Source: an optimization exercise on an open RTL-to-GDS flow (aim: a short achievable clock period and few clock cycles). Production flows keep margins and buffers that such runs may drop. Only simulation tests tie the RTL to the original design; equivalence was not proved.

==> xenon <==
Design rv_core, start of the top module:
module rv_core (
    input  logic       CLK,
    input  logic       arst_n,
    input  logic       halt,    
    input  rv_pkg::word_t      idata,   
    input  rv_pkg::word_t      datai,   
    output rv_pkg::word_t      iaddr,
    output rv_pkg::word_t      datao,
    output rv_pkg::word_t      daddr,
    output logic [3:0] be,
    output logic       wr,
    output logic       rd
);
make LEC_CHECK=0 CAP_MARGIN=20 CORE_MARGIN=2 CORE_UTILIZATION=30 SETUP_SLACK_MARGIN=5 SLEW_MARGIN=20 finish   # period 10.0 ns
run.sh (not shown) runs the stock make flow with config.mk's settings and CLKGATE_MAP_FILE= SYNTH_SCRIPT=/design/flow/synth_recipe.tcl, a recipe that flattens the netlist after the stock synthesis.
==> inputs of harbor, as changes to xenon <==
--- a/flow/design.v
+++ b/flow/design.v
@@ -376,24 +376,27 @@
     localparam int NB = 16;
     logic [NB-1:0]    bt_v;
     logic [NB*10-1:0] bt_tag;    
     logic [NB*32-1:0] bt_tgt;
     logic [3:0]       bt_rr;     
     logic [NB-1:0]    hv;        
+    logic             rdr;       
     logic             u_valid, u_taken;    
     logic [9:0]       u_tag;
     logic [31:0]      u_tgt;
     logic        x_valid;
     logic        x_ldst;    
     logic        x_ld1, x_ld2;    
     logic [31:0] x_op1, x_op2;
-    logic [31:0] x_imm, x_uimm, x_pd, x_pc4, x_btgt, x_pnext;
+    logic [31:0] x_imm, x_bimm, x_pd, x_pc4, x_pnext;
+    logic [31:0] x_pdiff;         
+    logic [31:0] x_q0, x_q1;      
+    logic        x_mn;            
     logic [4:0]  x_rd;
     logic        x_we, x_load, x_store, x_branch, x_jal, x_jalr, x_sub, x_sra;
     logic [2:0]  x_f3;
-    logic        x_beq, x_bne, x_blt, x_bge, x_bltu, x_bgeu;
     logic        x_s_add, x_s_sll, x_s_slt, x_s_sltu, x_s_xor, x_s_sr, x_s_or, x_s_and,
                  x_s_imm, x_s_auipc, x_s_link;
     logic        m_valid, m_we, m_load;
     logic [4:0]  m_rd;
     logic [31:0] m_res;
     logic [2:0]  m_f3;
@@ -441,13 +444,13 @@
     always_comb
     begin
         ftgt = '0;
         for (int i = 0; i < NB; i++)
             ftgt = ftgt | (bt_tgt[i*32 +: 32] & {32{hv[i]}});
     end
-    assign fhit = |hv;
+    assign fhit = !rdr && (|hv);
     always_comb
     begin
         lo1 = '0;
         hi1 = '0;
         lo2 = '0;
         hi2 = '0;
@@ -463,19 +466,21 @@
         end
     end
     assign fm1 = d_use1 && x_valid && x_we && x_rd == d_rs1;
     assign fw1 = d_use1 && m_valid && m_we && m_rd == d_rs1;
     assign fm2 = d_use2 && !d_opi && x_valid && x_we && x_rd == d_rs2;
     assign fw2 = d_use2 && !d_opi && m_valid && m_we && m_rd == d_rs2;
-    logic [31:0] a, b, sum, shl, shr, res, addr;
+    logic [31:0] a, b, sum, shl, shr, res, addr, x_btgt, x_uimm;
     logic        eq, lt_s, lt_u, cond;
     logic [31:0] sdata;
     logic [3:0]  sbe;
     assign a = x_op1;
     assign b = x_op2;
     assign sum  = x_sub ? a - b : a + b;
+    assign x_btgt = x_pd + x_bimm;    
+    assign x_uimm = x_pd + x_imm;     
     assign eq   = (a == b);
     assign lt_u = (a < b);
     assign lt_s = ($signed(a) < $signed(b));
     assign shl  = a << b[4:0];
     assign shr  = $unsigned($signed({x_sra && a[31], a}) >>> b[4:0]);
     assign res = ({32{x_s_add}}   & sum) |
@@ -486,54 +491,43 @@
                  ({32{x_s_sr}}    & shr) |
                  ({32{x_s_or}}    & (a | b)) |
                  ({32{x_s_and}}   & (a & b)) |
                  ({32{x_s_imm}}   & x_imm) |
                  ({32{x_s_auipc}} & x_uimm) |
                  ({32{x_s_link}}  & x_pc4);
-    assign cond = (x_beq && eq) || (x_bne && !eq) || (x_blt && lt_s) || (x_bge && !lt_s) ||
-                  (x_bltu && lt_u) || (x_bgeu && !lt_u);
+    assign cond = (x_f3[2] ? (x_f3[1] ? lt_u : lt_s) : eq) ^ x_f3[0];
     assign addr = a + x_imm;
     logic        xv, mt, mn, mj;
     logic [31:0] jt, pf_norm, pf_t, pf_n4, pf_j, pf_c1, pf_c0, pf_n;
     assign xv = x_valid && !x_ldst;
     assign jt = {addr[31:1], 1'b0};
-    assign mt = (x_btgt == x_pnext);
-    assign mn = (x_pc4 == x_pnext);
-    assign mj = (jt == x_pnext);
+    assign mt = (x_bimm == x_pdiff);
+    assign mn = x_mn;
+    assign mj = !x_pnext[0] && (x_op1 == x_q0 || x_op1 == x_q1);
     assign pf_norm = xst ? pf : fhit ? ftgt : pf4;
     assign pf_t    = mt ? pf_norm : x_btgt;
     assign pf_n4   = mn ? pf_norm : x_pc4;
     assign pf_j    = mj ? pf_norm : jt;
     assign pf_c1   = !xv ? pf_norm : x_jalr ? pf_j : (x_jal || x_branch) ? pf_t : pf_n4;
     assign pf_c0   = !xv ? pf_norm : x_jalr ? pf_j : x_jal ? pf_t : pf_n4;
     assign pf_n    = cond ? pf_c1 : pf_c0;
-    assign redirect = xv && (x_jalr ? !mj : (x_jal || (x_branch && cond)) ? !mt : !mn);
+    logic r1, r0;
+    assign r1 = xv && (x_jalr ? !mj : (x_jal || x_branch) ? !mt : !mn);
+    assign r0 = xv && (x_jalr ? !mj : x_jal ? !mt : !mn);
+    assign redirect = cond ? r1 : r0;
     logic [31:0]   pf4;
-    logic [NB-1:0] h_seq, h_tgt, h_bt, h_p4, h_kill, hv_n;
+    logic [NB-1:0] h_seq, h_tgt, h_kill, hv_n;
     assign pf4 = pf + 32'd4;
     always_comb
         for (int i = 0; i < NB; i++)
         begin
             h_seq[i] = bt_v[i] && bt_tag[i*10 +: 10] == pf4[11:2];
             h_tgt[i] = bt_v[i] && bt_tag[i*10 +: 10] == ftgt[11:2];
-            h_bt[i]  = bt_v[i] && bt_tag[i*10 +: 10] == x_btgt[11:2];
-            h_p4[i]  = bt_v[i] && bt_tag[i*10 +: 10] == x_pc4[11:2];
             h_kill[i] = u_valid && ((|uh) ? (uh[i] && !u_taken) : (u_taken && bt_rr == i));
         end
-    always_comb
-    begin
-        if (redirect)
-            hv_n = x_jalr ? '0 : (x_jal || (x_branch && cond)) ? h_bt : h_p4;
-        else if (xst)
-            hv_n = hv;
-        else if (fhit)
-            hv_n = h_tgt;
-        else
-            hv_n = h_seq;
-        hv_n = hv_n & ~h_kill;
-    end
+    assign hv_n = (xst ? hv : fhit ? h_tgt : h_seq) & ~h_kill;
     always_comb
     begin
         case (x_f3[1:0])
             2'd0:
             begin
                 sbe   = 4'b0001 << addr[1:0];
@@ -581,18 +575,20 @@
             m_we    <= 1'b0;
             wr      <= 1'b0;
             rd      <= 1'b0;
             bt_v    <= '0;
             bt_rr   <= '0;
             hv      <= '0;
+            rdr     <= 1'b0;
             u_valid <= 1'b0;
         end
         else if (!halt)
         begin
-            pf <= pf_n;
-            hv <= hv_n;
+            pf  <= pf_n;
+            hv  <= hv_n;
+            rdr <= redirect;
             u_valid <= xv && (x_branch || x_jal || x_jalr);
             if (u_valid)
             begin
                 if (|uh)
                 begin
                     for (int i = 0; i < NB; i++)
@@ -664,12 +660,31 @@
                         bt_tgt[i*32 +: 32] <= u_tgt;
                     end
             end
             for (int i = 0; i < NB; i++)
                 if (u_valid && uh[i] && u_taken)
                     bt_tgt[i*32 +: 32] <= u_tgt;
+        end
+    end
+    always_ff @(posedge CLK or negedge arst_n)
+    begin
+        if (!arst_n)
+        begin
+            x_op1 <= '0;  x_op2 <= '0;  x_ld1 <= 1'b0;  x_ld2 <= 1'b0;
+            x_pnext <= '0;  x_pd <= '0;  x_pdiff <= '0;  x_q0 <= '0;  x_q1 <= '0;  x_mn <= 1'b0;  x_jal <= 1'b0;  x_imm <= '0;  x_bimm <= '0;
+            x_pc4 <= '0;  x_rd <= '0;  x_we <= 1'b0;  x_load <= 1'b0;  x_store <= 1'b0;
+            x_branch <= 1'b0;  x_jalr <= 1'b0;  x_f3 <= '0;
+            x_sub <= 1'b0;  x_sra <= 1'b0;
+            x_s_add <= 1'b0;  x_s_sll <= 1'b0;  x_s_slt <= 1'b0;  x_s_sltu <= 1'b0;
+            x_s_xor <= 1'b0;  x_s_sr <= 1'b0;  x_s_or <= 1'b0;  x_s_and <= 1'b0;
+            x_s_imm <= 1'b0;  x_s_auipc <= 1'b0;  x_s_link <= 1'b0;
+            m_rd <= '0;  m_load <= 1'b0;  m_f3 <= '0;  m_res <= '0;
+            daddr <= '0;  datao <= '0;  be <= '0;
+        end
+        else if (!halt)
+        begin
             if (xst)
             begin
                 if (x_ld1)
                     x_op1 <= wres_n;
                 if (x_ld2)
                     x_op2 <= wres_n;
@@ -680,31 +695,28 @@
             begin
                 x_op1    <= fm1 ? res : fw1 ? wres_n : d_rs1[4] ? hi1 : lo1;
                 x_ld1    <= fm1 && x_load;
                 x_op2    <= fm2 ? res : fw2 ? wres_n : d_opi ? imm_i : d_rs2[4] ? hi2 : lo2;
                 x_ld2    <= fm2 && x_load;
                 x_pnext  <= d_pnext;
+                x_pdiff  <= d_pnext - pd;
+                x_mn     <= (d_pnext == pd4);
+                x_q0     <= {d_pnext[31:1], 1'b0} - imm_i;
+                x_q1     <= {d_pnext[31:1], 1'b1} - imm_i;
                 x_pd     <= pd;
                 x_jal    <= d_jal;
-                x_imm    <= d_store ? imm_s : d_lui ? imm_u : imm_i;
-                x_uimm   <= pd + imm_u;
-                x_btgt   <= d_jal ? pd + imm_j : pd + imm_b;
+                x_imm    <= d_store ? imm_s : (d_lui || d_auipc) ? imm_u : imm_i;
+                x_bimm   <= d_jal ? imm_j : imm_b;
                 x_pc4    <= pd4;
                 x_rd     <= d_rd;
                 x_we     <= d_we;
                 x_load   <= d_load;
                 x_store  <= d_store;
                 x_branch <= d_branch;
                 x_jalr   <= d_jalr;
                 x_f3     <= d_f3;
-                x_beq    <= d_f3 == 3'd0;
-                x_bne    <= d_f3 == 3'd1;
-                x_blt    <= d_f3 == 3'd4;
-                x_bge    <= d_f3 == 3'd5;
-                x_bltu   <= d_f3 == 3'd6;
-                x_bgeu   <= d_f3 == 3'd7;
                 x_sub    <= d_opr && dw[30] && d_f3 == 3'd0;
                 x_sra    <= dw[30];
                 x_s_add  <= (d_opi || d_opr) && d_f3 == 3'd0;
                 x_s_sll  <= (d_opi || d_opr) && d_f3 == 3'd1;
                 x_s_slt  <= (d_opi || d_opr) && d_f3 == 3'd2;
                 x_s_sltu <= (d_opi || d_opr) && d_f3 == 3'd3;
==> reports/qor.csv <==
metric,value,unit
num_vias,109214,
fin_area,140000,µm²
status,timing/DRC/antenna clean,
synthAdderAreaFrac,2.75,%
dieArea,413000,µm²
clock-sinks,2324,
yosysTopAreaCell,dfrtp_1,
drt-total-wl,584000,µm
syn_area,122000,µm²
clock_latency,1010,ps
fin_total_pwr,28.2,mW
fillCellCount,41186,
[end of results for harbor]
==> reports/qor.csv <==
metric,value,unit
drt-total-wl,564000,µm
dieArea,399000,µm²
yosysTopAreaCell,edfxtp_1,
fin_total_pwr,27.5,mW
fillCellCount,38748,
num_vias,105631,
clock_latency,960,ps
status,timing/DRC/antenna clean,
[end of results for xenon]
Testbench counts of xenon, summed over its fixed seeds: cycles 60,892.
Testbench counts of harbor, summed over its fixed seeds: cycles 60,946.

what the ideal ports hide:
No port has a modelled driver above. Below, the same layouts with a new extraction and two added sets of constraints. Step 1, drivers: a clkbuf_16 drives CLK and a buf_2 each remaining input, both assumed. Step 2 times the ports against the registers' clock, not the clock port: input delays grow and output delays shrink by t, the midpoint of the rising clock arrivals with the driver on. Three values: ideal, step 1, step 2; two values: the first two.
| run | t (ns) | slack for setup (ns) | hold slack, ns |
|---|---|---|---|
| xenon | 1.039 | 4.861 / 4.863 / 3.923 | 0.443 / 0.443 / 0.443 |
| harbor | 1.065 | 4.924 / 4.954 / 3.889 | 0.473 / 0.473 / 0.473 |
After both steps every run listed still meets setup and hold. For harbor, which loses most, drivers alone change the setup slack by +0.030 ns; drivers and shift together by -1.035 ns.
